Source: an optimization exercise on an open RTL-to-GDS flow (aim: small area, a short achievable clock period and few clock cycles per item). Production flows keep margins and buffers that such runs may drop.
Where RTL was checked, it was by simulation tests only, not by an equivalence proof against the original.
Function not checked in runs 1 to 5, 7 and 8: the RTL went through the layout flow alone.
Power and IR drop assume default switching activity.

`flow/run.sh`:
```
#!/bin/bash
# The standard layout, with the smallest buffer (buf_1) on every input and
# output port instead of the one buffer_ports picks by default.
set -euo pipefail
export BUFFER_PORTS_ARGS="-buffer_cell sky130_fd_sc_hd__buf_1"
bash standard.sh > standard_flow.log 2>&1
```
`standard.sh`:
```
#!/bin/bash
# synth_recipe.tcl (not shown) runs the flow's synth.tcl, then flattens the netlist and writes it again
# the make line also repeats each setting of config.mk as NAME=value (left out here)
make -C /OpenROAD-flow-scripts/flow DESIGN_CONFIG=/design/flow/config.mk WORK_HOME=/design/flow/orfs CLKGATE_MAP_FILE= SYNTH_SCRIPT=/design/flow/synth_recipe.tcl "${@:-finish}"
```
`design.v`:
```
package nand_cpu_pkg;
    localparam int ADDR_WIDTH = 16;
    localparam int DATA_SIZE = 8;
    localparam int MEM_TRANS_SIZE = 16;
    typedef logic [ADDR_WIDTH-1:0] addr_t;
    typedef logic [DATA_SIZE-1:0] instr_t;
    typedef logic [MEM_TRANS_SIZE-1:0] beat_t;
endpackage
module fetch_top (
    input logic clk,
    input logic n_rst,
    output logic instr_valid,
    input logic instr_ready,
    output nand_cpu_pkg::instr_t instr_data,
    output nand_cpu_pkg::addr_t instr_pc,
    input logic branch_valid,
    input nand_cpu_pkg::addr_t branch_target,
    output logic mem_req,
    output logic [12:0] mem_addr,
    input logic mem_ack,
    input logic [15:0] mem_data
);
    nand_cpu_pkg::addr_t pc;      
    logic out_valid;
    nand_cpu_pkg::instr_t out_data;
    logic [14:0] nf;              
    logic req;                    
    logic act;                    
    logic [1:0] beat;             
    logic stale;                  
    logic [15:0] fifo [2];
    logic rptr, wptr;
    logic ne;                     
    logic full;                   
    logic need, nxt0, beat_in, pop, keep, push, push_need, issue, restart;
    nand_cpu_pkg::beat_t head;
    nand_cpu_pkg::addr_t pc_next;
    assign mem_req = req;
    assign mem_addr = nf[14:2];
    assign instr_valid = out_valid;
    assign instr_pc = pc;
    assign instr_data = out_data;
    assign pc_next = branch_valid ? branch_target :
                     (out_valid && instr_ready) ? pc + 1'b1 : pc;
    assign need = !out_valid || instr_ready;
    assign nxt0 = out_valid ^ pc[0];
    assign rptr = pc[1] ^ (out_valid && pc[0]);
    assign wptr = nf[0];
    assign head = fifo[rptr];
    assign beat_in = act && !stale && (beat == nf[1:0]);
    assign pop = need && ne && nxt0;
    assign keep = beat_in && (!full || pop);
    assign push_need = ne ? (!full || nxt0) : !nxt0;
    assign push = beat_in && (need ? push_need : !full);
    assign issue = !req && (!act || beat == 2'd3);
    assign restart = issue && (branch_valid || stale);
    always_ff @(posedge clk) begin
        if (!n_rst) begin
            pc <= '0;
            out_valid <= 1'b0;
            req <= 1'b0;
            act <= 1'b0;
            stale <= 1'b1;
            ne <= 1'b0;
            full <= 1'b0;
        end else begin
            pc <= pc_next;
            out_valid <= !branch_valid && ((out_valid && !instr_ready) || ne || beat_in);
            if (req && mem_ack) begin
                req <= 1'b0;
                act <= 1'b1;
            end else if (act && beat == 2'd3) begin
                act <= 1'b0;
            end
            if (issue) begin
                req <= 1'b1;
            end
            stale <= !issue && (stale || branch_valid);
            if (branch_valid) begin
                ne <= 1'b0;
                full <= 1'b0;
            end else if (push != pop) begin
                ne <= push || full;
                full <= push && ne;
            end
        end
    end
    always_ff @(posedge clk) begin
        if (act) begin
            beat <= beat + 1'b1;
        end else begin
            beat <= '0;
        end
        if (restart || keep) begin
            nf <= restart ? pc_next[15:1] : nf + 1'b1;
        end
        if (need) begin
            if (ne) begin
                out_data <= nxt0 ? head[15:8] : head[7:0];
            end else begin
                out_data <= nxt0 ? mem_data[15:8] : mem_data[7:0];
            end
        end
        if (push) begin
            fifo[wptr] <= mem_data;
        end
    end
endmodule
```
`config.mk`:
```
export PLATFORM = sky130hd
export DESIGN_NAME = fetch_top
export DESIGN_NICKNAME = fetch_top
export VERILOG_FILES = /design/flow/design.v
export SDC_FILE = /design/flow/constraint.sdc
export NUM_CORES = 4
export LEC_CHECK = 0
export ABC_CLOCK_PERIOD_IN_PS = 2500
export CAP_MARGIN = 20
export CORE_MARGIN = 2
export CORE_UTILIZATION = 40
export PLACE_DENSITY = 0.6
export SETUP_SLACK_MARGIN = 4.2
export SLEW_MARGIN = 20
```
`constraint.sdc`:
```
create_clock -name core_clock -period 6.5 [get_ports {clk}]
set_input_delay 1.3000 -clock core_clock [delete_from_list [all_inputs] [get_ports {clk}]]
set_output_delay 1.3000 -clock core_clock [all_outputs]
set_load 0.01 [all_outputs]
```
==> flow_summary.yaml, run 1 <==
min_path:
  hold_path.class: "reg -> reg"
detailed_routing:
  drc: 0
  routed_wirelength_mm: 8.46
  drt_iter0_drc: 255
  wl_per_cell_um: 15.4
  vias_per_cell: 5.03
  vias: 2756
  antenna_left: 0
  dr.pass1.iters: 4
setup_path:
  crit_path_end_kind: "flop"
  cp.arrival_ns: 2.36
  crit_required_ns: 6.58
  r2r_slack_ns: 4.48
  crit_type: "in -> reg"
  start_kind: "input pin"
  cp_max_fo: 8
clock_tree:
  cts_buffers: 9
  clockBufferDepth: 2
  insertion_delay_ns: 0.36
  cts_tree: "built"
  hold_buffers: 0
  cts-root-buf: "clkbuf_8"
  cts_sinks: 79
  clkSlewWorstSetupHoldPaths_ns: 0.09
  cts_max_level: 3
global_route:
  grt-ovfl-total: 0
  grt_max_degree: 24
  grt_pass1_wl_mm: 13.3
  grt_pass1_vias: 2659
  antenna_found_initial: 0
  grt_usage_pct: 17.0
floorplan:
  coreArea_sq_um: 9280
  initial_utilization_pct: 41.5
  die_area_sq_um: 10400
  die_w_um: 102
  die_h_um: 102
  num_rows: 35
  io-pin-count: 76
timing:
  setup_violations: 0
  tns_ns: 0
  layout_min_cycle_time_ns: 2.28
  slew_violations: 0
  skew_ns: 0.0136
  tightest_slew_ns: 0.815
  hold_viol_final: 0
  post-route-period-util_pct: 35.2
  grt_setup_unrepaired: "yes"
  max_freq_mhz: 438
  timing.hold.ws_ns: 0.473
  relSlewSlack_pct: 45.6
final_layout:
  drive_above_1_share_pct: 22.9
  final_cell_mix: "buf_1 (71), edfxtp_1 (55), nor2_1 (28)"
  syn_to_final_growth_pct: 24.3
  n_antenna_cell: 0
  fin_nets: 455
  layout_commonest_cell: "buf_1"
placement:
  hpwlAfterDp_mm: 5.70
  gp_congestion: 0.772
  io_buffers: 75
yosys:
  synth_ff_type: "edfxtp_1"
  synth.distinct_cells: 47
  yosys_warnings: 1
  seq_area_frac_synth_pct: 55.4
  syn_area_sq_um: 3850
  synth-edff-count: 55
  avgSynthCellArea_sq_um: 11.9
  synth_cells: 323
  ys_seq_elements: 79
  synthArstFlopShare_pct: 0
outcome:
  run_status: "complete, no violations"
power:
  peakVddDrop_v: 0.000107
  p_leak_uw: 0.00168
  p_per_area_nw_per_um2: 250
job:
  drv_cap: 0
## area by class of cell
cell class | count | area [sq um]
flip-flops and latches | 79 | 2150
clock inverters | 7 | 86.3
multi-input cells | 216 | 1690
clock buffers | 9 | 124
inverters | 7 | 38.8
repair buffers | 101 | 537
fillers | 873 | 4500
well taps | 129 | 161
## cell usage after synthesis (2+ instances only)
cell	count	area, sq um
a211oi_1	2	15.0
a21oi_1	11	55.1
a221oi_1	2	17.5
and2_1	5	31.3
and3_1	3	18.8
buf_2	5	25.0
buf_4	13	97.6
clkbuf_1	3	11.3
dfxtp_1	24	480
edfxtp_1	55	1650
ha_1	4	50.1
inv_1	6	22.5
mux2_2	2	22.5
mux2i_1	21	210
mux4_2	8	180
nand2_1	30	113
nand2b_1	2	12.5
nand3_1	11	55.1
nand4_1	7	43.8
nor2_1	28	105
nor2b_1	3	18.8
nor3_1	7	35.0
nor4_1	3	18.8
o21ai_0	11	55.1
o21ai_1	9	45.0
xnor2_1	14	123
xor2_1	14	123
## stage by stage
stage / power, uW / cell area, sq um / utilization (%) / cells / setup slack [ns]
after CTS: 1190 / 4650 / 50.1 / 538 / 4.16
after detailed placement: 788 / 4240 / 45.7 / 505 / 3.24
final: 1200 / 4790 / 51.5 / 548 / 4.22
after global placement: 785 / 4240 / 45.7 / 505 / 3.28
after floorplan: 749 / 3940 / - / 323 / 3.81
after global routing: 1250 / 4790 / 51.5 / 548 / 4.15
## registers in the layout, indices dropped and copies added, names as in the netlist
name       cells
nf            15
pc            16
act            1
full           1
ne             1
stale          1
req            1
beat           2
fifo          32
out_valid      1
out_data       8
## critical path: stages
cell	delay [ns]
buf_12	0.11
and2b_4	0.30
inv_8	0.04
nand2_4	0.07
o21ai_4	0.08
nor3_4	0.18
buf_6	0.15
buf_16	0.12
## logic make-up after synthesis
kind of cell,count (synthesis),share of synthesized area (%)
mux,31,10.7
fa+ha+maj,4,1.30
xor+xnor,29,7.09
flops,79,55.4
simple gates,110,15.1
compound gates,41,6.14
buf+inv,29,4.26
## report_power, final
part | total, uW | internal, uW | switching [uW]
clock | 388 | 186 | 202
sequential | 609 | 579 | 29.9
combinational | 200 | 93.1 | 107
total | 1200 | 859 | 338
## routing by layer
metal	vias to the layer above	track usage (%)	routed length [um]
met5	-	0	0
met4	0	6.26	70
met3	6	3.42	402
met2	65	24.6	3860
met1	1334	25.3	4130
li1	1351	-	-
## path summary, 6_finish.rpt
check | startpoint | to | depth (start not counted)
worst min register to register | beat[0]$_SDFF_PN0_ | beat[0]$_SDFF_PN0_ | 1
worst max register to register | nf[0]$_DFFE_PP_ | fifo[0][4]$_DFFE_PP_ | 5
worst min-delay path | beat[0]$_SDFF_PN0_ | beat[0]$_SDFF_PN0_ | 1
worst max-delay path | instr_ready | fifo[0][4]$_DFFE_PP_ | 8
## repair_timing
| action | CTS | global route |
|---|---|---|
| gates cloned | 2 | 0 |
| buffers inserted | 15 | 10 |
| resized for setup | 16 | 21 |
| pin swaps | 3 | 3 |
| endpoints found under the setup margin | 83 | 39 |
==> inputs of run 2 (changes only) <==
--- a/design.v
+++ b/design.v
@@ -32,6 +32,7 @@
     logic rptr, wptr;
     logic ne;                     
     logic full;                   
+    logic [1:0] cnt;              
     logic need, nxt0, beat_in, pop, keep, push, push_need, issue, restart;
     nand_cpu_pkg::beat_t head;
     nand_cpu_pkg::addr_t pc_next;
@@ -47,6 +48,9 @@
     assign rptr = pc[1] ^ (out_valid && pc[0]);
     assign wptr = nf[0];
     assign head = fifo[rptr];
+    assign cnt = nf[1:0] - {pc[2] ^ (out_valid && pc[1] && pc[0]), rptr};
+    assign ne = !stale && (cnt != 2'd0);
+    assign full = !stale && cnt[1];
     assign beat_in = act && !stale && (beat == nf[1:0]);
     assign pop = need && ne && nxt0;
     assign keep = beat_in && (!full || pop);
@@ -61,8 +65,6 @@
             req <= 1'b0;
             act <= 1'b0;
             stale <= 1'b1;
-            ne <= 1'b0;
-            full <= 1'b0;
         end else begin
             pc <= pc_next;
             out_valid <= !branch_valid && ((out_valid && !instr_ready) || ne || beat_in);
@@ -76,13 +78,6 @@
                 req <= 1'b1;
             end
             stale <= !issue && (stale || branch_valid);
-            if (branch_valid) begin
-                ne <= 1'b0;
-                full <= 1'b0;
-            end else if (push != pop) begin
-                ne <= push || full;
-                full <= push && ne;
-            end
         end
     end
     always_ff @(posedge clk) begin
--- a/config.mk
+++ b/config.mk
@@ -10,5 +10,5 @@
 export CORE_MARGIN = 2
 export CORE_UTILIZATION = 40
 export PLACE_DENSITY = 0.6
-export SETUP_SLACK_MARGIN = 4.2
+export SETUP_SLACK_MARGIN = 4.0
 export SLEW_MARGIN = 20
==> run 2 against run 1 <==
  * First-iteration DRC count decreased by 57%
  * Clock skew down 0.0036 ns
  * Sequential cell count down 2
  * Still clean
  * Combinational power is 11% higher
  * Worst setup slack got worse by 0.17 ns
  * Routed wire length down 2.5%
  * Clock power decreased by 9.3%
  * Total power is 0.39% lower
==> flow_summary.yaml, run 2 <==
clock_tree:
  clockBufferDepth: 2
  insertion_delay_ns: 0.36
  cts_tree: "built"
  cts-root-buf: "clkbuf_8"
  hold_buffers: 0
  cts_max_level: 3
  cts_buffers: 9
  clkSlewWorstSetupHoldPaths_ns: 0.09
  cts_sinks: 77
power:
  p_leak_uw: 0.00157
  p_per_area_nw_per_um2: 262
  p_total_uw: 1190
  peakVddDrop_v: 0.000107
final_layout:
  fin_nets: 430
  regArea_sq_um: 2100
  n_antenna_cell: 0
  fill_cells: 861
  largest_register_ffs: 32
  drive_above_1_share_pct: 16.5
  syn_to_final_growth_pct: 18.3
  final_cell_mix: "buf_1 (73), edfxtp_1 (55), nand2_1 (29)"
  largestRegisters: "fifo (32), pc (16), nf (15)"
  layout_commonest_cell: "buf_1"
  regMostFlops: "fifo"
  multiInputGateArea_sq_um: 1680
yosys:
  synth.distinct_cells: 52
  avgSynthCellArea_sq_um: 12.3
  synth_area_leader_cell: "edfxtp_1"
  synth_ff_type: "edfxtp_1"
  synth_commonest_cells: "edfxtp_1 (55), nand2_1 (29), dfxtp_1 (22), mux2i_1 (22), nor2_1 (22)"
  synthArstFlopShare_pct: 0
  synth.area.mux_share_pct: 11.3
  synth_cells: 313
  seq_area_frac_synth_pct: 54.5
  synth-edff-count: 55
  yosys_warnings: 1
  synthAdderAreaFrac_pct: 1.63
  yosysMostFrequentCell: "edfxtp_1"
  synth_compound_area_share_pct: 5.83
  synth_top_area_share_pct: 43.0
  synthTopCellsByArea: "edfxtp_1 (43%), dfxtp_1 (11%), mux2i_1 (5.7%)"
  syn_area_sq_um: 3840
  ys_seq_elements: 77
  yosys.area_share.simple_pct: 14.7
  synth_top_family_by_area: "simple AND/OR/NAND/NOR gates"
  synth-xor-area-share_pct: 7.75
floorplan:
  die_w_um: 102
  die_h_um: 102
  io-pin-count: 76
  num_rows: 35
  die_area_sq_um: 10400
  coreArea_sq_um: 9280
  initial_utilization_pct: 41.4
setup_path:
  worstRegToRegCells: 6
  cp_max_fo: 15
  crit_path_end_kind: "flop"
  crit_type: "in -> reg"
  start_kind: "input pin"
  crit_required_ns: 6.62
  cp.arrival_ns: 2.57
timing:
  post-route-period-util_pct: 37.7
  skew_ns: 0.0100
  relSlewSlack_pct: 52.9
  setup_violations: 0
  max_freq_mhz: 408
  layout_min_cycle_time_ns: 2.45
  grt_setup_unrepaired: "no"
  final.setup.worst_slack_ns: 4.05
  slew_violations: 0
  hold_viol_final: 0
  tns_ns: 0
  tightest_slew_ns: 0.701
global_route:
  grt.busiest_layer: "met2"
  grt_usage_pct: 16.9
  grt_max_degree: 19
  grt-ovfl-total: 0
  grt_pass1_vias: 2581
  use_met1_pct: 23.4
  grt_pass1_wl_mm: 13.1
  antenna_found_initial: 0
  grtUsageMet2_pct: 25.2
  use_met3_pct: 5.13
detailed_routing:
  vias_per_cell: 4.98
  routed_wirelength_mm: 8.25
  antenna_left: 0
  vias: 2601
  dr.pass1.iters: 4
  drt_iter0_drc: 109
  drc: 0
  wl_per_cell_um: 15.8
placement:
  io_buffers: 75
  hpwlAfterDp_mm: 5.82
  gp_congestion: 0.787
  dp_worst_setup_slack_ns: 2.87
min_path:
  hold_depth: 1
  hold_path.class: "reg -> reg"
outcome:
  run_status: "complete, no violations"
job:
  drv_cap: 0
## run 2: final cells by class
type                            instances  area share (%)
Sequential cell                        77            46.2
Multi-Input combinational cell        208            37.1
Timing Repair Buffer                   84            8.29
Tap cell                              129            3.55
Clock buffer                            9            2.73
Clock inverter                          7            1.43
Inverter                                8           0.771
## run 2: what timing repair did
item,CTS,global route
endpoints found under the setup margin,71,37
setup buffers,8,0
pin swaps,5,3
gates resized for setup,7,4
## run 2: path summary, 6_finish.rpt
path                        start            endpoint  slack [ns]
min            beat[0]$_SDFF_PN0_  beat[0]$_SDFF_PN0_        0.48
min reg2reg    beat[0]$_SDFF_PN0_  beat[0]$_SDFF_PN0_        0.48
max                   instr_ready    nf[11]$_DFFE_PP_        4.05
max reg2reg  out_valid$_SDFF_PN0_    nf[11]$_DFFE_PP_        4.20
## run 2: cell families after synthesis
kind of cell	Yosys count
xor+xnor	31
buf+inv	28
compound gates	37
fa+ha+maj	5
mux	33
simple gates	102
flops	77
## run 2: report_power, final
group / switching, uW / leakage, uW / internal (uW) / total (uW)
sequential: 40.6 / 0.000704 / 576 / 617
clock: 204 / 0.0000947 / 149 / 352
combinational: 127 / 0.000775 / 96.3 / 223
## run 2: critical path, stage by stage
cell	delay [ns]
buf_2	0.15
nand2b_4	0.17
nand2_1	0.11
or3b_4	0.41
a21oi_4	0.17
o21ai_4	0.08
buf_12	0.17
## run 2: per-stage QoR
step	util, %	cell area [sq um]	instances	hold slack, ns
5_1_grt	48.9	4540	522	0.503
3_5_place_dp	45.6	4230	498	0.467
3_3_place_gp	45.6	4230	498	0.453
6_report	48.9	4540	522	0.479
2_1_floorplan	-	3910	313	0.437
4_1_cts	48.8	4530	522	0.484
## run 2: per-layer routing
layer	vias up	part of all wire (%)
met5	-	0
met4	0	1.3
met3	11	6.0
met2	62	45
met1	1241	48
li1	1287	-
==> inputs of run 3 (changes only) <==
--- a/config.mk
+++ b/config.mk
@@ -10,5 +10,5 @@
 export CORE_MARGIN = 2
 export CORE_UTILIZATION = 40
 export PLACE_DENSITY = 0.6
-export SETUP_SLACK_MARGIN = 4.0
+export SETUP_SLACK_MARGIN = 4.1
 export SLEW_MARGIN = 20
==> run 3 against run 2 <==
  * Clock power hardly changed
  * Critical endpoint is now fifo[0][15]$_DFFE_PP_
  * First-iteration DRC count shrank 12%
  * Clock skew increased by 0.0032 ns
  * Critical path type unchanged
  * Total power up 0.57%
  * Final cell count rose by 1.3%
==> flow_summary.yaml, run 3 <==
outcome:
  run_status: "complete, no violations"
final_layout:
  drive_above_1_share_pct: 19.3
  fill_cells: 856
  fin_area_sq_um: 4710
  largest_register_ffs: 32
  layout_commonest_cell: "buf_1"
  final_cell_mix: "buf_1 (73), edfxtp_1 (55), nand2_1 (28)"
  largestRegisters: "fifo (32), pc (16), nf (15)"
  fin_nets: 437
  syn_to_final_growth_pct: 22.5
  n_antenna_cell: 0
  regMostFlops: "fifo"
power:
  p_leak_uw: 0.00165
  p_per_area_nw_per_um2: 255
  peakVddDrop_v: 0.000148
detailed_routing:
  routed_wirelength_mm: 8.58
  drc: 0
  vias: 2690
  antenna_left: 0
  vias_per_cell: 5.09
  top_layer: "met4"
  drt-met1-wl_mm: 4.24
  wl_met3_um: 321
  dr.pass1.iters: 4
  route.met2.wl_mm: 3.93
  drt_iter0_drc: 96
  wl_per_cell_um: 16.2
global_route:
  grt-ovfl-total: 0
  grt_pass1_vias: 2556
  grt_usage_pct: 17.2
  antenna_found_initial: 0
  grt_max_degree: 19
  grt_pass1_wl_mm: 13.3
clock_tree:
  cts_max_level: 3
  hold_buffers: 0
  cts_buffers: 9
  cts_sinks: 77
  cts-root-buf: "clkbuf_8"
  cts_tree: "built"
  clkSlewWorstSetupHoldPaths_ns: 0.07
  clockBufferDepth: 2
  insertion_delay_ns: 0.34
timing:
  hold_viol_final: 0
  layout_min_cycle_time_ns: 2.39
  tightest_slew_ns: 0.521
  tns_ns: 0
  slew_violations: 0
  max_freq_mhz: 418
  relSlewSlack_pct: 65.0
  final.setup.worst_slack_ns: 4.11
  setup_violations: 0
  grt_setup_unrepaired: "yes"
  post-route-period-util_pct: 36.8
  skew_ns: 0.0133
yosys:
  ys_seq_elements: 77
  synth_top_area_share_pct: 43.0
  avgSynthCellArea_sq_um: 12.3
  synthArstFlopShare_pct: 0
  synth_cells: 313
  synthTopCellsByArea: "edfxtp_1 (43%), dfxtp_1 (11%), mux2i_1 (5.7%)"
  yosys_warnings: 1
  synth.distinct_cells: 52
  synth_area_leader_cell: "edfxtp_1"
  synth_ff_type: "edfxtp_1"
  synth-edff-count: 55
  yosysMostFrequentCell: "edfxtp_1"
  synth_commonest_cells: "edfxtp_1 (55), nand2_1 (29), dfxtp_1 (22), mux2i_1 (22), nor2_1 (22)"
  syn_area_sq_um: 3840
  seq_area_frac_synth_pct: 54.5
setup_path:
  crit_required_ns: 6.55
  r2r_slack_ns: 4.20
  crit_type: "in -> reg"
  worstRegToRegCells: 10
  max_stage_delay_ns: 0.21
  cp.arrival_ns: 2.44
  reg2reg_from: "pc[0]$_SDFFE_PN0P_"
  start_kind: "input pin"
  crit_path_end_kind: "flop"
  slowest_stage: "buf_6"
  cp_max_fo: 10
  r2r_end: "fifo[0][15]$_DFFE_PP_"
  cp_cell_sequence: "buf_8 > nand2b_4 > a21oi_2 > mux2i_1 > a211oi_2 > buf_4 > nor4_4 > buf_6"
placement:
  gp_congestion: 0.802
  io_buffers: 75
  hpwlAfterDp_mm: 6.03
  dp_worst_setup_slack_ns: 2.89
  postPlaceCellArea_sq_um: 4230
floorplan:
  initial_utilization_pct: 41.4
  die_w_um: 102
  io-pin-count: 76
  num_rows: 35
  coreArea_sq_um: 9280
  die_area_sq_um: 10400
  die_h_um: 102
min_path:
  hold_path.class: "reg -> reg"
  hold_depth: 1
  holdPathEnd: "beat[0]$_SDFF_PN0_"
  hold_start: "beat[0]$_SDFF_PN0_"
job:
  drv_cap: 0
==> run 3: cell counts after synthesis <==
Identical to the previous run, type by type.
==> run 3: worst max path at each step <==
| stage | start | to | depth (start not counted) |
|---|---|---|---|
| final | instr_ready | fifo[0][15]$_DFFE_PP_ | 8 |
| after global routing | instr_ready | nf[13]$_DFFE_PP_ | 7 |
| after CTS | instr_ready | fifo[1][3]$_DFFE_PP_ | 7 |
| after detailed placement | branch_valid | nf[4]$_DFFE_PP_ | 5 |
| after global placement | branch_valid | nf[4]$_DFFE_PP_ | 5 |
| after floorplan | instr_ready | fifo[1][0]$_DFFE_PP_ | 5 |
==> run 3: final cells by class <==
class | instances | area [sq um] | share of cell area [%]
flip-flops and latches | 77 | 2100 | 44.7
multi-input cells | 208 | 1730 | 36.7
repair buffers | 91 | 487 | 10.3
well taps | 129 | 161 | 3.43
clock buffers | 10 | 128 | 2.71
clock inverters | 6 | 63.8 | 1.36
inverters | 8 | 35.0 | 0.744
==> run 3: worst max-delay path: cells and delay by family <==
family                 cells  cell delay (ns)
muxes                      1             0.16
buffers and inverters      3             0.47
and+or+nand+nor            2             0.36
AOI/OAI and AO/OA          2             0.14
==> run 3: power breakdown <==
group          switching (uW)  internal, uW
clock                     173           177
combinational             129           102
sequential               41.7           576
==> run 3: metal layers <==
metal	track usage (%)	vias to the layer above
met5	0	-
met4	5.64	0
met3	3.56	9
met2	25.6	59
met1	25.2	1316
li1	-	1306
==> run 3: repair_timing <==
action                                  CTS  global route
pin swaps                                 9             4
buffers inserted                         12             2
endpoints found under the setup margin   74            55
resized for setup                        17            11
cloned                                    1             0
==> run 3: per-stage QoR <==
step | std cells | hold WS [ns] | total power [uW] | utilization (%)
2_1_floorplan | 313 | 0.437 | 789 | -
3_3_place_gp | 498 | 0.447 | 838 | 45.6
3_5_place_dp | 498 | 0.456 | 841 | 45.6
4_1_cts | 527 | 0.470 | 1210 | 50.0
5_1_grt | 529 | 0.493 | 1260 | 50.7
6_report | 529 | 0.469 | 1200 | 50.7
==> run 3: logic make-up after synthesis <==
family / share of synthesized area, %
compound gates: 5.83
flops: 54.5
xor+xnor: 7.76
mux: 11.3
simple gates: 14.7
fa+ha+maj: 1.63
buf+inv: 4.27
==> inputs of run 4 (changes only) <==
--- a/config.mk
+++ b/config.mk
@@ -10,5 +10,5 @@
 export CORE_MARGIN = 2
 export CORE_UTILIZATION = 40
 export PLACE_DENSITY = 0.6
-export SETUP_SLACK_MARGIN = 4.1
+export SETUP_SLACK_MARGIN = 4.2
 export SLEW_MARGIN = 20
==> run 4 against run 3 <==
  * Total power grew 2.0%
  * Final cell count grew 3.2%
  * Largest power group unchanged
  * Synthesized area is the same
  * Via count grew 1.9%
  * Die area is the same
  * Global-route usage shrank 0.21 points
  * Combinational power grew 9.5%
  * Critical endpoint is now nf[1]$_DFFE_PP_
  * Still clean on timing, DRC and antenna
==> flow_summary.yaml, run 4 <==
detailed_routing:
  vias: 2741
  drc: 0
  antenna_left: 0
  dr.pass1.iters: 4
  drt_iter0_drc: 81
  wl_per_cell_um: 15.7
  routed_wirelength_mm: 8.55
  vias_per_cell: 5.02
final_layout:
  layout_commonest_cell: "buf_1"
  syn_to_final_growth_pct: 26.1
  final_cells: 546
  largest_register_ffs: 32
  final_cell_mix: "buf_1 (70), edfxtp_1 (55), buf_4 (29)"
  regMostFlops: "fifo"
  largestRegisters: "fifo (32), pc (16), nf (15)"
  n_antenna_cell: 0
  drive_above_1_share_pct: 25.7
  fin_nets: 454
min_path:
  hold_path.class: "reg -> reg"
yosys:
  synth.distinct_cells: 52
  synth_top_area_share_pct: 43.0
  synth_area_leader_cell: "edfxtp_1"
  synth_cells: 313
  yosysMostFrequentCell: "edfxtp_1"
  yosys_warnings: 1
  synth-edff-count: 55
  avgSynthCellArea_sq_um: 12.3
  synthArstFlopShare_pct: 0
  seq_area_frac_synth_pct: 54.5
  syn_area_sq_um: 3840
  ys_seq_elements: 77
  synth_ff_type: "edfxtp_1"
  synthTopCellsByArea: "edfxtp_1 (43%), dfxtp_1 (11%), mux2i_1 (5.7%)"
  synth_commonest_cells: "edfxtp_1 (55), nand2_1 (29), dfxtp_1 (22), mux2i_1 (22), nor2_1 (22)"
setup_path:
  r2r_end: "fifo[1][13]$_DFFE_PP_"
  cp_max_fo: 15
  worstRegToRegCells: 9
  start_kind: "input pin"
  cp.arrival_ns: 2.46
  crit_type: "in -> reg"
  crit_path_end_kind: "flop"
  timing.critical_path.from: "instr_ready"
  crit_path_end: "nf[1]$_DFFE_PP_"
  r2r_slack_ns: 4.33
  reg2reg_from: "pc[0]$_SDFFE_PN0P_"
  crit_required_ns: 6.60
power:
  swShare_pct: 28.8
  p_total_uw: 1220
  p_leak_uw: 0.00174
  seqPwrFrac_pct: 50.2
  p_per_area_nw_per_um2: 253
  internal-power_uw: 871
  switching_power_uw: 352
  clockPowerShare_pct: 29.1
  comb_power_share_pct: 20.7
  peakVddDrop_v: 0.000156
floorplan:
  num_rows: 35
  initial_utilization_pct: 41.4
  die_w_um: 102
  die_area_sq_um: 10400
  io-pin-count: 76
  die_h_um: 102
  coreArea_sq_um: 9280
clock_tree:
  cts_buffers: 9
  clkSlewWorstSetupHoldPaths_ns: 0.07
  cts_max_level: 3
  clockBufferDepth: 2
  cts_sinks: 77
  cts_tree: "built"
  cts-root-buf: "clkbuf_8"
  insertion_delay_ns: 0.35
global_route:
  grt_pass1_vias: 2655
  grt_pass1_wl_mm: 13.4
  antenna_found_initial: 0
  grt_usage_pct: 17.0
  grt_max_degree: 19
  grt-ovfl-total: 0
timing:
  relSlewSlack_pct: 67.4
  setup_violations: 0
  skew_ns: 0.0150
  hold_viol_final: 0
  max_freq_mhz: 425
  layout_min_cycle_time_ns: 2.35
  slew_violations: 0
  post-route-period-util_pct: 36.2
  grt_setup_unrepaired: "yes"
  tightest_slew_ns: 0.488
  tns_ns: 0
  final.setup.worst_slack_ns: 4.15
placement:
  dp_worst_setup_slack_ns: 2.91
  dpl.cell_count: 498
  gp_congestion: 0.791
  io_buffers: 75
  hpwlAfterDp_mm: 5.92
outcome:
  run_status: "complete, no violations"
job:
  drv_cap: 0
==> run 4: cell counts after synthesis <==
Identical to the previous run, type by type.
==> run 4: through the flow <==
| stage | instance area, sq um | utilization (%) | hold slack (ns) |
|---|---|---|---|
| 5_1_grt | 4840 | 52.2 | 0.494 |
| 3_5_place_dp | 4240 | 45.7 | 0.453 |
| 3_3_place_gp | 4240 | 45.7 | 0.449 |
| 4_1_cts | 4670 | 50.3 | 0.470 |
| 2_1_floorplan | 3920 | - | 0.437 |
| 6_report | 4840 | 52.2 | 0.467 |
==> run 4: how the worst min path moves through the flow <==
stage                                   from                 end  slack [ns]  cells past startpoint
after detailed placement  beat[0]$_SDFF_PN0_  beat[0]$_SDFF_PN0_        0.45                      1
final                     beat[0]$_SDFF_PN0_  beat[0]$_SDFF_PN0_        0.47                      1
after global routing      beat[0]$_SDFF_PN0_  beat[0]$_SDFF_PN0_        0.49                      1
after global placement    beat[0]$_SDFF_PN0_  beat[0]$_SDFF_PN0_        0.45                      1
after CTS                 beat[0]$_SDFF_PN0_  beat[0]$_SDFF_PN0_        0.47                      1
after floorplan           beat[0]$_SDFF_PN0_  beat[0]$_SDFF_PN0_        0.44                      1
==> run 4: cell type report <==
| type | instances | area (sq um) |
|---|---|---|
| fillers | 842 | 4440 |
| flip-flops and latches | 77 | 2110 |
| multi-input cells | 208 | 1760 |
| repair buffers | 108 | 584 |
| well taps | 129 | 161 |
| clock buffers | 10 | 128 |
| clock inverters | 6 | 63.8 |
| inverters | 8 | 37.5 |
==> run 4: metal layers <==
layer  share of wire (%)  wire length (um)  global-route usage [%]  up-vias
li1                    -                 -                       -     1340
met3                 5.2               446                    4.10       12
met5                   0                 0                       0        -
met1                  47              4020                    24.1     1305
met4                 1.3               112                    5.44        0
met2                  46              3970                    25.8       84
==> run 4: power by group through the flow <==
stage                     clock [uW]  sequential (uW)  combinational (uW)
final                            356              613                 253
after global routing             385              619                 281
after CTS                        365              616                 229
after detailed placement           0              628                 210
after global placement             0              628                 209
after floorplan                    0              628                 161
==> run 4: logic make-up (layout without fill, tap and decap cells) <==
logic type	count (synthesis)	after routing	synth area share (%)
DFF	77	77	54.5
and+or+nand+nor	102	102	14.7
xor gates and xnor gates	31	31	7.76
adders and majority gates	5	5	1.63
muxes	33	33	11.3
AOI/OAI and AO/OA	37	37	5.83
buffers and inverters	28	132	4.27
==> run 4: worst max-delay path: stages <==
cell      delay (ns)
buf_8           0.11
nand2b_4        0.16
nand2_2         0.10
or3b_4          0.39
a21oi_4         0.16
o21ai_4         0.08
buf_12          0.16
==> run 4: timing repair <==
action,in CTS,in global routing
gates resized for setup,27,16
setup buffers,16,15
hold buffers,0,0
cloned,1,0
pin swaps,8,9
setup endpoints to repair,88,68
==> inputs of run 5 (changes only) <==
--- a/design.v
+++ b/design.v
@@ -87,7 +87,8 @@
             beat <= '0;
         end
         if (restart || keep) begin
-            nf <= restart ? pc_next[15:1] : nf + 1'b1;
+            nf <= !restart ? nf + 1'b1 :
+                  branch_valid ? branch_target[15:1] : pc[15:1];
         end
         if (need) begin
             if (ne) begin
==> run 5 against run 4 <==
  * Critical endpoint is now fifo[0][3]$_DFFE_PP_
  * Highest routed layer unchanged
  * Worst setup slack got worse by 0.042 ns
  * Synthesized area rose by 3.1%
  * Via count rose by 6.7%
  * Clock power rose by 18%
  * Global-route usage rose by 1.1 points
  * Critical path depth did not move
  * Worst hold slack improved by 0.0070 ns
  * Still clean on timing, DRC and antenna
==> flow_summary.yaml, run 5 <==
yosys:
  synth_commonest_cells: "edfxtp_1 (55), dfxtp_1 (22), xnor2_1 (20)"
  yosys_warnings: 1
  ys_seq_elements: 77
  synth_area_leader_cell: "edfxtp_1"
  yosysMostFrequentCell: "edfxtp_1"
  synthArstFlopShare_pct: 0
  synth_ff_type: "edfxtp_1"
  syn_area_sq_um: 3960
  synth.distinct_cells: 49
  synth-edff-count: 55
  seq_area_frac_synth_pct: 52.8
  synth_top_area_share_pct: 41.7
  synthTopCellsByArea: "edfxtp_1 (42%), dfxtp_1 (11%), mux2_2 (4.6%)"
  synth_cells: 329
  avgSynthCellArea_sq_um: 12.0
timing:
  hold_viol_final: 0
  setup_violations: 0
  tns_ns: 0
  max_freq_mhz: 417
  relSlewSlack_pct: 69.4
  tightest_slew_ns: 0.454
  skew_ns: 0.00968
  layout_min_cycle_time_ns: 2.40
  post-route-period-util_pct: 36.9
  grt_setup_unrepaired: "yes"
  slew_violations: 0
job:
  drv_cap: 0
final_layout:
  fin_nets: 469
  syn_to_final_growth_pct: 28.3
  regMostFlops: "fifo"
  n_antenna_cell: 0
  layout_commonest_cell: "buf_1"
  fin_area_sq_um: 5080
  largestRegisters: "fifo (32), pc (16), nf (15)"
  drive_above_1_share_pct: 26.4
  largest_register_ffs: 32
  final_cell_mix: "buf_1 (70), edfxtp_1 (55), buf_4 (29)"
  fill_cells: 861
setup_path:
  crit_type: "in -> reg"
  slowest_stage: "a211oi_4"
  crit_path_end_kind: "flop"
  cp.arrival_ns: 2.46
  start_kind: "input pin"
  crit_required_ns: 6.56
  max_stage_delay_ns: 0.27
  cp_cell_sequence: "buf_8 > nand2b_4 > o21a_1 > o311ai_4 > buf_4 > a211oi_4 > buf_12"
  worstRegToRegCells: 9
  cp_max_fo: 16
clock_tree:
  cts_sinks: 77
  cts-root-buf: "clkbuf_8"
  cts_max_level: 3
  cts_tree: "built"
  cts_buffers: 9
  clockBufferDepth: 2
  insertion_delay_ns: 0.35
  clkSlewWorstSetupHoldPaths_ns: 0.09
global_route:
  grt_pass1_wl_mm: 14.4
  grt_pass1_vias: 2737
  grt-ovfl-total: 0
  grt_usage_pct: 18.1
  grt_max_degree: 20
  antenna_found_initial: 0
floorplan:
  num_rows: 36
  initial_utilization_pct: 40.9
  die_w_um: 103
  coreArea_sq_um: 9680
  die_h_um: 103
  die_area_sq_um: 10700
  io-pin-count: 76
detailed_routing:
  antenna_left: 0
  vias: 2925
  wl_per_cell_um: 16.7
  vias_per_cell: 5.18
  routed_wirelength_mm: 9.43
  drc: 0
  drt_iter0_drc: 159
  dr.pass1.iters: 4
power:
  p_per_area_nw_per_um2: 261
  peakVddDrop_v: 0.000180
  p_leak_uw: 0.00178
min_path:
  hold_depth: 1
  hold_path.class: "reg -> reg"
placement:
  hpwlAfterDp_mm: 6.24
  postPlaceCellArea_sq_um: 4370
  io_buffers: 75
  gp_congestion: 0.777
outcome:
  run_status: "complete, no violations"
==> run 5: changes by cell type in the layout (fill, tap and decap cells not counted), sizes merged, moves of 7 or more <==
cell,previous run,this run
nor2,23,12
a211oi,2,9
o21ai,19,11
nand2,29,19
mux2,3,16
xor2,16,6
nand2b,3,10
mux2i,22,9
==> run 5: kinds of logic (layout without fill, tap and decap cells) <==
family | Yosys count | in the layout | synth area share (%)
compound gates | 56 | 56 | 9.67
xor+xnor | 27 | 27 | 6.16
fa+ha+maj | 5 | 5 | 1.58
buf+inv | 33 | 136 | 4.46
flops | 77 | 77 | 52.8
mux | 33 | 33 | 11.9
simple gates | 98 | 98 | 13.4
==> run 5: stage by stage <==
stage	instances	total power [uW]	setup WS [ns]	hold slack, ns	utilization [%]
2_1_floorplan	329	807	3.75	0.437	-
3_3_place_gp	513	857	3.24	0.450	45.1
3_5_place_dp	513	862	3.18	0.459	45.1
4_1_cts	548	1310	4.14	0.476	50.7
5_1_grt	565	1390	4.09	0.516	52.4
6_report	565	1320	4.10	0.474	52.4
==> run 5: worst paths after layout <==
| kind | startpoint | slack, ns | endpoint |
|---|---|---|---|
| setup reg to reg | pc[0]$_SDFFE_PN0P_ | 4.18 | fifo[0][3]$_DFFE_PP_ |
| setup / recovery | instr_ready | 4.10 | fifo[0][3]$_DFFE_PP_ |
| hold / removal | beat[0]$_SDFF_PN0_ | 0.47 | beat[0]$_SDFF_PN0_ |
| hold reg to reg | beat[0]$_SDFF_PN0_ | 0.47 | beat[0]$_SDFF_PN0_ |
==> run 5: layer usage <==
layer	share of wire (%)	track usage [%]
met1	48	26.6
met4	0.45	5.77
met5	0	0
met3	3.9	4.10
met2	47	26.6
==> run 5: layout make-up <==
cell class                 count  area, sq um  share of cell area (%)
timing repair buffer         112          678                    13.4
sequential                    77         2120                    41.7
clock inverter                 7          105                    2.07
tap                          133          166                    3.28
inverter                       7         30.0                   0.591
clock buffer                   9          124                    2.44
multi-input combinational    219         1850                    36.5
timing repair inverter         1         5.00                  0.0986
==> run 5: what timing repair did <==
action	in CTS	in global routing
pin swaps	7	3
endpoints found under the setup margin	81	66
cloned	3	0
hold buffers	0	0
resized for setup	28	14
buffers inserted	16	17
==> run 5: where the power goes <==
| part | leakage, uW | total (uW) | internal [uW] | switching, uW |
|---|---|---|---|---|
| logic | 0.000958 | 294 | 141 | 153 |
| registers | 0.000706 | 611 | 576 | 35.6 |
| clock network | 0.000113 | 419 | 223 | 196 |
| total | 0.00178 | 1320 | 939 | 385 |
==> run 5: worst max-delay path: cells and delay by family <==
kind	cells	cell delay, ns
AND/OR/NAND/NOR	1	0.15
buffers and inverters	3	0.45
AO/OA/AOI/OAI	3	0.57
==> inputs of run 6 (changes only) <==
--- a/design.v
+++ b/design.v
@@ -29,10 +29,9 @@
     logic [1:0] beat;             
     logic stale;                  
     logic [15:0] fifo [2];
-    logic rptr, wptr;
+    logic rptr, wptr;             
     logic ne;                     
     logic full;                   
-    logic [1:0] cnt;              
     logic need, nxt0, beat_in, pop, keep, push, push_need, issue, restart;
     nand_cpu_pkg::beat_t head;
     nand_cpu_pkg::addr_t pc_next;
@@ -45,12 +44,8 @@
                      (out_valid && instr_ready) ? pc + 1'b1 : pc;
     assign need = !out_valid || instr_ready;
     assign nxt0 = out_valid ^ pc[0];
-    assign rptr = pc[1] ^ (out_valid && pc[0]);
-    assign wptr = nf[0];
     assign head = fifo[rptr];
-    assign cnt = nf[1:0] - {pc[2] ^ (out_valid && pc[1] && pc[0]), rptr};
-    assign ne = !stale && (cnt != 2'd0);
-    assign full = !stale && cnt[1];
+    assign wptr = rptr ^ (ne && !full);
     assign beat_in = act && !stale && (beat == nf[1:0]);
     assign pop = need && ne && nxt0;
     assign keep = beat_in && (!full || pop);
@@ -65,6 +60,8 @@
             req <= 1'b0;
             act <= 1'b0;
             stale <= 1'b1;
+            ne <= 1'b0;
+            full <= 1'b0;
         end else begin
             pc <= pc_next;
             out_valid <= !branch_valid && ((out_valid && !instr_ready) || ne || beat_in);
@@ -78,6 +75,13 @@
                 req <= 1'b1;
             end
             stale <= !issue && (stale || branch_valid);
+            if (branch_valid) begin
+                ne <= 1'b0;
+                full <= 1'b0;
+            end else if (push != pop) begin
+                ne <= push || full;
+                full <= push && ne;
+            end
         end
     end
     always_ff @(posedge clk) begin
@@ -87,8 +91,10 @@
             beat <= '0;
         end
         if (restart || keep) begin
-            nf <= !restart ? nf + 1'b1 :
-                  branch_valid ? branch_target[15:1] : pc[15:1];
+            nf <= restart ? pc_next[15:1] : nf + 1'b1;
+        end
+        if (pop) begin
+            rptr <= !rptr;
         end
         if (need) begin
             if (ne) begin
==> flow/run.sh (replaced) <==
#!/bin/bash
# The standard layout, with the smallest buffer (buf_1) on every input and
# output port, and the buffers abc inserted removed before placement.
set -euo pipefail
export BUFFER_PORTS_ARGS="-buffer_cell sky130_fd_sc_hd__buf_1"
export REMOVE_ABC_BUFFERS=1
bash standard.sh > standard_flow.log 2>&1
==> run 6 against run 5 <==
  * Still clean
  * Cell area decreased by 5.3%
  * Register-to-register slack better by 0.33 ns
  * Utilization shrank 3.0 points
  * Total power decreased by 12%
  * Routed wire length decreased by 6.9%
  * Global-route usage is 2.0 points lower
  * Sequential power grew 2%
  * Largest cell class unchanged
==> flow_summary.yaml, run 6 <==
timing:
  grt_setup_unrepaired: "yes"
  layout_min_cycle_time_ns: 2.30
  tns_ns: 0
  slew_violations: 0
  setup_violations: 0
  max_freq_mhz: 435
  hold_viol_final: 0
  relSlewSlack_pct: 40.8
  post-route-period-util_pct: 35.4
  skew_ns: 0.0110
  tightest_slew_ns: 0.886
setup_path:
  crit_path_end_kind: "flop"
  slowest_stage: "buf_6"
  start_kind: "input pin"
  cp_max_fo: 16
  worstRegToRegCells: 6
  cp.arrival_ns: 2.35
  cp_cell_sequence: "buf_12 > nand2b_4 > buf_6 > o21ai_4 > a21oi_1 > nor3_2 > buf_6"
  crit_type: "in -> reg"
  worst_path_most_repeated_cell: "buf_6"
  r2r_slack_ns: 4.51
  crit_required_ns: 6.55
  max_stage_delay_ns: 0.22
final_layout:
  n_antenna_cell: 0
  final_cell_mix: "buf_1 (72), edfxtp_1 (56), nand2_1 (26)"
  fin_nets: 461
  drive_above_1_share_pct: 19.0
  layout_commonest_cell: "buf_1"
  largestRegisters: "fifo (32), pc (16), nf (15)"
  regArea_sq_um: 2200
  regMostFlops: "fifo"
  multiInputGateArea_sq_um: 1710
  fill_cells: 906
  syn_to_final_growth_pct: 20.0
  largest_register_ffs: 32
floorplan:
  die_w_um: 104
  coreArea_sq_um: 9730
  die_area_sq_um: 10800
  num_rows: 36
  io-pin-count: 76
  die_h_um: 104
  initial_utilization_pct: 41.2
detailed_routing:
  wl_per_cell_um: 15.7
  antenna_left: 0
  routed_wirelength_mm: 8.78
  dr.pass1.iters: 4
  drc: 0
  vias_per_cell: 5.05
  vias: 2822
  drt_iter0_drc: 167
clock_tree:
  clkSlewWorstSetupHoldPaths_ns: 0.08
  cts-root-buf: "clkbuf_8"
  cts_max_level: 3
  clockBufferDepth: 2
  insertion_delay_ns: 0.35
  cts_buffers: 9
  cts_sinks: 81
  cts_tree: "built"
  hold_buffers: 0
power:
  p_total_uw: 1170
  p_leak_uw: 0.00173
  peakVddDrop_v: 0.000138
  seqPwrFrac_pct: 53.5
  clockPowerShare_pct: 30.5
  p_per_area_nw_per_um2: 242
  switching_power_uw: 314
  swShare_pct: 26.9
  internal-power_uw: 852
  comb_power_share_pct: 16.0
yosys:
  synth_ff_type: "edfxtp_1"
  synth_top_family_by_area: "simple AND/OR/NAND/NOR gates"
  yosys.area_share.simple_pct: 15.3
  synth.area.mux_share_pct: 10.0
  synth-edff-count: 56
  synthTopCellsByArea: "edfxtp_1 (42%), dfxtp_1 (12%), mux2i_1 (4.5%)"
  synth_cells: 336
  synth_top_area_share_pct: 42.0
  syn_area_sq_um: 4010
  synth-xor-area-share_pct: 6.81
  yosysMostFrequentCell: "edfxtp_1"
  synthAdderAreaFrac_pct: 0.937
  synth_compound_area_share_pct: 7.34
  synth.distinct_cells: 45
  ys_seq_elements: 81
  yosys_warnings: 1
  seq_area_frac_synth_pct: 54.4
  synth_commonest_cells: "edfxtp_1 (56), nand2_1 (26), dfxtp_1 (25)"
  synth_area_leader_cell: "edfxtp_1"
  synthArstFlopShare_pct: 0
  avgSynthCellArea_sq_um: 11.9
global_route:
  grt_pass1_vias: 2581
  grt_max_degree: 28
  antenna_found_initial: 0
  grt_usage_pct: 16.2
  grt_pass1_wl_mm: 13.5
  grt-ovfl-total: 0
min_path:
  hold_path.class: "reg -> reg"
  hold_depth: 1
job:
  drv_cap: 0
placement:
  gp_congestion: 0.776
  io_buffers: 75
  hpwlAfterDp_mm: 5.84
outcome:
  run_status: "complete, no violations"
[run 6: critical path: cells and delay by family]
family                 cells  cell delay, ns
buffers and inverters      3            0.46
AO/OA/AOI/OAI              2            0.23
AND/OR/NAND/NOR            2            0.37
[run 6: cells by family (layout without fill, tap and decap cells)]
logic type | after synthesis | after routing
buf+inv | 35 | 124
xor+xnor | 29 | 29
fa+ha+maj | 3 | 3
mux | 28 | 28
compound gates | 51 | 51
simple gates | 109 | 110
flops | 81 | 81
[run 6: repair_timing]
action,in CTS,in global routing
endpoints found under the setup margin,76,64
gates resized for setup,31,14
gates cloned,2,1
pin swaps,2,5
buffers inserted,8,11
[run 6: path summary, 6_finish.rpt]
check	from	to
setup / recovery	instr_ready	fifo[0][13]$_DFFE_PP_
hold / removal	beat[0]$_SDFF_PN0_	beat[0]$_SDFF_PN0_
setup reg to reg	pc[0]$_SDFFE_PN0P_	nf[11]$_DFFE_PP_
hold reg to reg	beat[0]$_SDFF_PN0_	beat[0]$_SDFF_PN0_
[run 6: through the flow]
stage | instances | util [%] | cell area [sq um] | hold WS (ns) | setup slack (ns)
finish | 559 | 49.4 | 4810 | 0.479 | 4.20
global route | 559 | 49.4 | 4810 | 0.501 | 4.13
CTS | 547 | 48.0 | 4670 | 0.482 | 4.18
detailed placement | 521 | 44.4 | 4320 | 0.461 | 2.87
global placement | 521 | 44.4 | 4320 | 0.452 | 2.93
floorplan | 310 | - | 3840 | 0.437 | 2.91
[run 6: layer usage]
metal  global-route usage [%]  share of wire [%]  vias up
met2                     22.3                 44       75
met4                     6.18                1.2        0
li1                         -                  -     1386
met3                     3.57                5.6        8
met5                        0                  0        -
met1                     24.6                 49     1353
[run 6: cell type report]
type | instances | area share (%)
multi-input combinational | 221 | 35.5
clock buffer | 13 | 3.54
inverter | 9 | 0.755
tap | 133 | 3.46
timing repair buffer | 99 | 10.6
sequential | 81 | 45.7
clock inverter | 3 | 0.468
[run 6: power groups by stage]
stage                     logic [uW]  registers (uW)  clock network [uW]
after floorplan                 85.6             645                   0
after global placement           152             639                   0
after detailed placement         153             639                   0
after CTS                        172             624                 365
after global routing             207             628                 385
final                            187             624                 355
Testbench counts of run 6, summed over its fixed seeds: cycles 64,126, bytes 34,829.
==> inputs of run 7 (changes only) <==
--- a/design.v
+++ b/design.v
@@ -40,8 +40,23 @@
     assign instr_valid = out_valid;
     assign instr_pc = pc;
     assign instr_data = out_data;
+    nand_cpu_pkg::addr_t pc_inc;
+    logic [14:0] nf_inc;
+    always_comb begin
+        logic c;
+        c = 1'b1;
+        for (int i = 0; i < 16; i++) begin
+            pc_inc[i] = pc[i] ^ c;
+            c = c & pc[i];
+        end
+        c = 1'b1;
+        for (int i = 0; i < 15; i++) begin
+            nf_inc[i] = nf[i] ^ c;
+            c = c & nf[i];
+        end
+    end
     assign pc_next = branch_valid ? branch_target :
-                     (out_valid && instr_ready) ? pc + 1'b1 : pc;
+                     (out_valid && instr_ready) ? pc_inc : pc;
     assign need = !out_valid || instr_ready;
     assign nxt0 = out_valid ^ pc[0];
     assign head = fifo[rptr];
@@ -91,7 +106,7 @@
             beat <= '0;
         end
         if (restart || keep) begin
-            nf <= restart ? pc_next[15:1] : nf + 1'b1;
+            nf <= restart ? pc_next[15:1] : nf_inc;
         end
         if (pop) begin
             rptr <= !rptr;
==> flow/run.sh (replaced) <==
#!/bin/bash
# The standard layout, with the smallest buffer (buf_1) on every input and
# output port instead of the one buffer_ports picks by default.
set -euo pipefail
export BUFFER_PORTS_ARGS="-buffer_cell sky130_fd_sc_hd__buf_1"
bash standard.sh > standard_flow.log 2>&1
==> run 7 against run 6 <==
  * Routed wire length is 7.6% lower
  * Critical path type is now reg -> reg
  * Utilization up 2.1 points
  * Largest cell class unchanged
  * Sequential share of layout area is 1.4 points lower
==> flow_summary.yaml, run 7 <==
outcome:
  run_status: "complete, no violations"
detailed_routing:
  dr.pass1.iters: 4
  antenna_left: 0
  route.met2.wl_mm: 3.89
  vias: 2680
  wl_per_cell_um: 14.9
  wl_met3_um: 375
  drt_iter0_drc: 154
  routed_wirelength_mm: 8.12
  top_layer: "met4"
  drt-met1-wl_mm: 3.78
  vias_per_cell: 4.94
  drc: 0
setup_path:
  cp_max_fo: 2
  worst_path_most_repeated_cell: "ha_4"
  crit_path_end: "nf[14]$_DFFE_PP_"
  path_buf_inv: 0
  crit_path_end_kind: "flop"
  timing.critical_path.from: "pc[1]$_SDFF_PN0_"
  reg2reg_from: "pc[1]$_SDFF_PN0_"
  r2r_end: "nf[14]$_DFFE_PP_"
  crit_required_ns: 6.60
  slowest_stage: "dfxtp_4"
  cp_cell_sequence: "ha_4 > ha_4 > ha_4 > ha_4 > ha_4 > ha_4 > ha_4 > ha_4 > ha_4 > ha_4 > ha_4 > ha_4 > ha_4 > ha_4 > nand3_4 > xor2_1 > nor2_1 > a21oi_2 > o21ai_1"
  max_stage_delay_ns: 0.36
  cpLargestDelayFamily: "adder cells"
  cp_num_cells: 19
  start_kind: "flop"
  crit_type: "reg -> reg"
  cp.arrival_ns: 3.34
  worstRegToRegCells: 19
  r2r_slack_ns: 3.26
final_layout:
  finalCoreUtilization_pct: 51.5
  largest_register_ffs: 32
  syn_to_final_growth_pct: 26.6
  final_cell_mix: "buf_1 (70), edfxtp_1 (56), nand2_1 (38)"
  fill_cells: 890
  fin_area_sq_um: 4970
  n_antenna_cell: 0
  fin_nets: 470
  layout_commonest_cell: "buf_1"
  largestRegisters: "fifo (32), pc (16), nf (15)"
  drive_above_1_share_pct: 28.5
  regMostFlops: "fifo"
timing:
  hold_viol_final: 0
  tightest_slew_ns: 0.642
  max_freq_mhz: 309
  grt_setup_unrepaired: "yes"
  tns_ns: 0
  slew_violations: 0
  setup_violations: 0
  final.setup.worst_slack_ns: 3.26
  skew_ns: 0.0110
  layout_min_cycle_time_ns: 3.24
  relSlewSlack_pct: 57.2
  post-route-period-util_pct: 49.8
yosys:
  synth.distinct_cells: 39
  synth-edff-count: 56
  yosysMostFrequentCell: "edfxtp_1"
  syn_area_sq_um: 3920
  ys_seq_elements: 81
  synth_commonest_cells: "edfxtp_1 (56), nand2_1 (40), a21oi_1 (31)"
  synthTopCellsByArea: "edfxtp_1 (43%), dfxtp_1 (13%), ha_1 (8.9%)"
  synth_area_leader_cell: "edfxtp_1"
  synth_cells: 328
  synth_ff_type: "edfxtp_1"
  synthArstFlopShare_pct: 0
  synth_top_area_share_pct: 42.9
  avgSynthCellArea_sq_um: 12.0
  yosys_warnings: 1
  seq_area_frac_synth_pct: 55.6
clock_tree:
  cts_tree: "built"
  cts-root-buf: "clkbuf_8"
  cts_max_level: 3
  clockBufferDepth: 2
  insertion_delay_ns: 0.35
  cts_buffers: 9
  clkSlewWorstSetupHoldPaths_ns: 0.08
  cts_sinks: 81
power:
  peakVddDrop_v: 0.000131
  p_total_uw: 1090
  p_leak_uw: 0.00173
  p_per_area_nw_per_um2: 220
floorplan:
  num_rows: 36
  initial_utilization_pct: 40.7
  die_h_um: 103
  io-pin-count: 76
  die_area_sq_um: 10600
  die_w_um: 103
  coreArea_sq_um: 9640
global_route:
  grt_pass1_vias: 2576
  grt_max_degree: 34
  antenna_found_initial: 0
  grt-ovfl-total: 0
  grt_pass1_wl_mm: 12.7
  grt_usage_pct: 16.0
placement:
  hpwlAfterDp_mm: 5.36
  gp_congestion: 0.732
  postPlaceCellArea_sq_um: 4450
  io_buffers: 75
  dp_worst_setup_slack_ns: 2.80
min_path:
  hold_path.class: "reg -> reg"
job:
  drv_cap: 0
## run 7: what timing repair did
| item | 4_1_cts | 5_1_grt |
|---|---|---|
| setup buffers | 7 | 11 |
| pin swaps | 5 | 2 |
| resized for setup | 22 | 31 |
| setup endpoints to repair | 92 | 73 |
| gates cloned | 1 | 1 |
| hold buffers | 0 | 0 |
## run 7: worst min path at each step
stage                        from            endpoint  slack (ns)  cells after the start
4_1_cts        beat[0]$_SDFF_PN0_  beat[0]$_SDFF_PN0_        0.47                      1
3_3_place_gp   beat[0]$_SDFF_PN0_  beat[0]$_SDFF_PN0_        0.45                      1
6_report       beat[0]$_SDFF_PN0_  beat[0]$_SDFF_PN0_        0.46                      1
3_5_place_dp   beat[0]$_SDFF_PN0_  beat[0]$_SDFF_PN0_        0.46                      1
2_1_floorplan  beat[0]$_SDFF_PN0_  beat[0]$_SDFF_PN0_        0.44                      1
5_1_grt        beat[0]$_SDFF_PN0_  beat[0]$_SDFF_PN0_        0.50                      1
## run 7: cell type report
type,count,area (sq um),area share [%]
Timing Repair Buffer,97,513,10.3
Tap cell,133,166,3.35
Sequential cell,81,2200,44.3
Multi-Input combinational cell,212,1910,38.4
Clock inverter,5,33.8,0.680
Inverter,4,15.0,0.302
Clock buffer,11,131,2.64
## run 7: metal layers
| metal | track usage [%] | up-vias |
|---|---|---|
| met2 | 25.1 | 61 |
| met4 | 5.97 | 0 |
| li1 | - | 1342 |
| met3 | 4.20 | 6 |
| met5 | 0 | - |
| met1 | 21.4 | 1271 |
## run 7: kinds of logic (layout without fill, tap and decap cells)
family | count (synthesis) | count (layout) | share of synthesized area (%)
mux | 18 | 18 | 7.18
fa+ha+maj | 28 | 28 | 8.93
buf+inv | 36 | 117 | 5.26
flops | 81 | 81 | 55.6
xor+xnor | 8 | 8 | 1.98
compound gates | 66 | 66 | 9.19
simple gates | 91 | 92 | 11.8
## run 7: stage by stage
| stage | hold WS (ns) | std cells |
|---|---|---|
| after CTS | 0.475 | 531 |
| after global routing | 0.498 | 543 |
| after global placement | 0.448 | 507 |
| final | 0.465 | 543 |
| after floorplan | 0.437 | 328 |
| after detailed placement | 0.456 | 507 |
## run 7: report_power, final
| group | total [uW] | switching (uW) | internal, uW |
|---|---|---|---|
| Sequential | 613 | 21.7 | 591 |
| Clock | 318 | 180 | 138 |
| Combinational | 159 | 91.3 | 68.2 |
| Total | 1090 | 293 | 798 |
==> inputs of run 8 (changes only) <==
--- a/design.v
+++ b/design.v
@@ -34,29 +34,14 @@
     logic full;                   
     logic need, nxt0, beat_in, pop, keep, push, push_need, issue, restart;
     nand_cpu_pkg::beat_t head;
-    nand_cpu_pkg::addr_t pc_next;
+    nand_cpu_pkg::addr_t pc_next, pc_hold;
     assign mem_req = req;
     assign mem_addr = nf[14:2];
     assign instr_valid = out_valid;
     assign instr_pc = pc;
     assign instr_data = out_data;
-    nand_cpu_pkg::addr_t pc_inc;
-    logic [14:0] nf_inc;
-    always_comb begin
-        logic c;
-        c = 1'b1;
-        for (int i = 0; i < 16; i++) begin
-            pc_inc[i] = pc[i] ^ c;
-            c = c & pc[i];
-        end
-        c = 1'b1;
-        for (int i = 0; i < 15; i++) begin
-            nf_inc[i] = nf[i] ^ c;
-            c = c & nf[i];
-        end
-    end
-    assign pc_next = branch_valid ? branch_target :
-                     (out_valid && instr_ready) ? pc_inc : pc;
+    assign pc_hold = branch_valid ? branch_target : pc;
+    assign pc_next = (out_valid && instr_ready && !branch_valid) ? pc + 1'b1 : pc_hold;
     assign need = !out_valid || instr_ready;
     assign nxt0 = out_valid ^ pc[0];
     assign head = fifo[rptr];
@@ -106,7 +91,7 @@
             beat <= '0;
         end
         if (restart || keep) begin
-            nf <= restart ? pc_next[15:1] : nf_inc;
+            nf <= restart ? pc_hold[15:1] : nf + 1'b1;
         end
         if (pop) begin
             rptr <= !rptr;
==> run 8 against run 7 <==
  * Cell area is 1.2% higher
  * Sequential power rose by 2%
  * Synthesized area grew 5.0%
  * Register-to-register slack improved by 1.1 ns
  * Worst hold slack improved by 0.0070 ns
  * Clock power increased by 34%
  * Routed wire length rose by 20%
  * Final cell count is 11% higher
  * Combinational power up 36%
  * Maximum frequency increased by 43%
  * Synthesized cell count rose by 16%
  * Sequential cell count unchanged
  * Largest cell class unchanged
==> flow_summary.yaml, run 8 <==
setup_path:
  path_buf_inv: 1
  start_kind: "flop"
  worstRegToRegCells: 5
  cp_cell_sequence: "buf_1"
  max_stage_delay_ns: 0.43
  cp_max_fo: 6
  slowest_stage: "dfxtp_2"
  crit_type: "reg -> out"
  reg2reg_from: "out_valid$_SDFF_PN0_"
  cpLargestDelayFamily: "flip-flops"
  cp.arrival_ns: 0.96
  r2r_slack_ns: 4.32
  crit_required_ns: 5.20
  r2r_end: "fifo[0][1]$_DFFE_PP_"
  crit_path_end_kind: "primary output"
clock_tree:
  cts_buffers: 9
  cts_sinks: 81
  cts_max_level: 3
  hold_buffers: 0
  clkSlewWorstSetupHoldPaths_ns: 0.09
  cts_tree: "built"
  clockBufferDepth: 2
  cts-root-buf: "clkbuf_8"
  insertion_delay_ns: 0.35
power:
  p_per_area_nw_per_um2: 252
  seqPwrFrac_pct: 49.2
  peakVddDrop_v: 0.0000893
  clockPowerShare_pct: 33.7
  swShare_pct: 27.6
  comb_power_share_pct: 17.1
  p_total_uw: 1260
  internal-power_uw: 916
  p_leak_uw: 0.00173
  switching_power_uw: 349
global_route:
  grt_pass1_vias: 2929
  grt_max_degree: 35
  grt_pass1_wl_mm: 15.1
  grt-ovfl-total: 0
  antenna_found_initial: 0
  grt_usage_pct: 17.5
final_layout:
  fin_nets: 500
  layout_commonest_cell: "buf_1"
  largest_register_ffs: 32
  drive_above_1_share_pct: 18.1
  finalCoreUtilization_pct: 49.6
  fill_cells: 945
  syn_to_final_growth_pct: 22.1
  final_cell_mix: "buf_1 (71), edfxtp_1 (56), nand2_1 (40)"
  n_antenna_cell: 0
  regMostFlops: "fifo"
  largestRegisters: "fifo (32), pc (16), nf (15)"
floorplan:
  coreArea_sq_um: 10100
  io-pin-count: 76
  die_h_um: 105
  die_area_sq_um: 11100
  initial_utilization_pct: 40.6
  num_rows: 37
  die_w_um: 105
detailed_routing:
  drt-met1-wl_mm: 4.78
  antenna_left: 0
  route.met2.wl_mm: 4.31
  wl_met3_um: 484
  drt_iter0_drc: 136
  vias: 3114
  dr.pass1.iters: 5
  vias_per_cell: 5.18
  routed_wirelength_mm: 9.70
  wl_per_cell_um: 16.1
  drc: 0
  top_layer: "met4"
yosys:
  synth_ff_type: "edfxtp_1"
  synth-edff-count: 56
  yosysMostFrequentCell: "edfxtp_1"
  synth.distinct_cells: 47
  synthTopCellsByArea: "edfxtp_1 (41%), dfxtp_1 (12%), mux2i_1 (5.6%)"
  synth_top_area_share_pct: 40.8
  synth_area_leader_cell: "edfxtp_1"
  seq_area_frac_synth_pct: 53.0
  synth_compound_area_share_pct: 11.1
  avgSynthCellArea_sq_um: 10.8
  synthArstFlopShare_pct: 0
  synth_top_family_by_area: "simple AND/OR/NAND/NOR gates"
  ys_seq_elements: 81
  yosys.area_share.simple_pct: 15.5
  synth_commonest_cells: "edfxtp_1 (56), nand2_1 (41), dfxtp_1 (25)"
  yosys_warnings: 1
  synthAdderAreaFrac_pct: 0.912
  synth-xor-area-share_pct: 6.56
  syn_area_sq_um: 4120
  synth_cells: 380
  synth.area.mux_share_pct: 8.05
placement:
  hpwlAfterDp_mm: 6.41
  gp_congestion: 0.829
  io_buffers: 75
timing:
  tns_ns: 0
  max_freq_mhz: 442
  setup_violations: 0
  grt_setup_unrepaired: "yes"
  skew_ns: 0.0143
  tightest_slew_ns: 0.848
  hold_viol_final: 0
  post-route-period-util_pct: 34.8
  slew_violations: 0
  layout_min_cycle_time_ns: 2.26
  relSlewSlack_pct: 43.1
min_path:
  hold_path.class: "reg -> reg"
  hold_depth: 1
  hold_start: "beat[0]$_SDFF_PN0_"
  holdPathEnd: "beat[0]$_SDFF_PN0_"
job:
  drv_cap: 0
outcome:
  run_status: "complete, no violations"
run 8: changes by cell type after synthesis, moves of 10 or more:
cell and delta:
nor2b_1 -10, a21oi_1 -12, mux2i_1 +14, ha_1 -25, xnor2_1 +17, nor2_1 +10
run 8: routing by layer:
| metal | vias up | GRT usage [%] |
|---|---|---|
| met5 | - | 0 |
| met4 | 0 | 5.52 |
| met3 | 17 | 3.71 |
| met2 | 89 | 25.4 |
| met1 | 1455 | 25.9 |
| li1 | 1553 | - |
run 8: power groups by stage:
stage / clock network [uW] / registers [uW] / logic, uW
floorplan: 0 / 639 / 134
global route: 459 / 627 / 240
global placement: 0 / 642 / 169
finish: 427 / 623 / 216
detailed placement: 0 / 644 / 172
CTS: 438 / 624 / 194
run 8: cell type report:
class                           count  area [sq um]  area share, %
Sequential cell                    81          2210           43.9
Multi-Input combinational cell    263          1850           36.8
Timing Repair Buffer               98           538           10.7
Tap cell                          136           170           3.39
Clock buffer                        9           124           2.46
Clock inverter                      7           109           2.17
Inverter                            7          28.8          0.573
run 8: kinds of logic (layout without fill, tap and decap cells):
| kind of cell | count (synthesis) | count (layout) |
|---|---|---|
| AND/OR/NAND/NOR | 124 | 126 |
| flip-flops | 81 | 81 |
| AO/OA/AOI/OAI | 72 | 72 |
| buffers and inverters | 38 | 121 |
| multiplexers | 32 | 32 |
| XOR/XNOR | 30 | 30 |
| adder cells (fa/ha/maj) | 3 | 3 |
run 8: how the worst max path moves through the flow:
stage | start | to | slack, ns | cells past startpoint
after floorplan | instr_ready | pc[15]$_SDFF_PN0_ | 4.05 | 4
final | pc[5]$_SDFF_PN0_ | instr_pc[5] | 4.24 | 1
after global routing | instr_ready | pc[15]$_SDFF_PN0_ | 4.17 | 5
after detailed placement | instr_ready | fifo[1][5]$_DFFE_PP_ | 3.56 | 6
after CTS | pc[8]$_SDFF_PN0_ | instr_pc[8] | 4.20 | 1
after global placement | instr_ready | pc[15]$_SDFF_PN0_ | 3.61 | 5
run 8: per-stage QoR:
stage / setup slack, ns / hold WS (ns) / cell area, sq um / instances
after floorplan: 4.05 / 0.437 / 4200 / 380
after global placement: 3.61 / 0.447 / 4490 / 563
after detailed placement: 3.56 / 0.455 / 4490 / 563
after CTS: 4.20 / 0.476 / 4860 / 591
after global routing: 4.17 / 0.512 / 5030 / 601
final: 4.24 / 0.472 / 5030 / 601
run 8: timing repair:
item | CTS | global route
cloned | 2 | 2
pin swaps | 4 | 3
endpoints found under the hold margin | 0 | 0
endpoints found under the setup margin | 67 | 40
gates resized for setup | 17 | 20
setup buffers | 10 | 8

-- port drivers added, routing unchanged --
Ports are ideal in the flow. The routed layouts listed here were re-timed in OpenROAD.
Step 1: set_driving_cell puts a clkbuf_16 on clk and a buf_2 on each other input, an assumption about the parent block.
Step 2, shift: input delay + t, output delay - t, t = (earliest + latest rising clock arrival at the registers) / 2. This alone moves slack from input paths to output paths.
a / b / c = ideal ports / drivers / drivers and shift; a / b = the first two.
run | t, ns | slack for setup (ns) | latest minus earliest clock arrival (ns) | slew at the worst register clock pin (ns) | pins driven straight from the clock port
run 1 | 0.381 | 4.215 / 4.196 / 3.817 | 0.014 / 0.013 | 0.10 / 0.10 | 1
run 2 | 0.388 | 4.050 / 4.038 / 3.669 | 0.010 / 0.011 | 0.09 / 0.09 | 1
run 3 | 0.370 | 4.109 / 4.087 / 3.717 | 0.013 / 0.013 | 0.08 / 0.08 | 1
run 4 | 0.371 | 4.146 / 4.123 / 3.752 | 0.017 / 0.017 | 0.09 / 0.09 | 1
run 5 | 0.379 | 4.103 / 4.071 / 3.692 | 0.010 / 0.010 | 0.09 / 0.09 | 1
run 6 | 0.382 | 4.200 / 4.175 / 3.794 | 0.011 / 0.011 | 0.09 / 0.09 | 1
run 7 | 0.377 | 3.262 / 3.262 / 3.262 | 0.011 / 0.011 | 0.08 / 0.08 | 1
run 8 | 0.380 | 4.236 / 4.202 / 3.824 | 0.016 / 0.015 | 0.10 / 0.10 | 1
After both steps setup and hold are still met in every run listed. The setup slack of run 8, which loses most, moves by -0.034 ns with the drivers and by -0.412 ns with both steps.
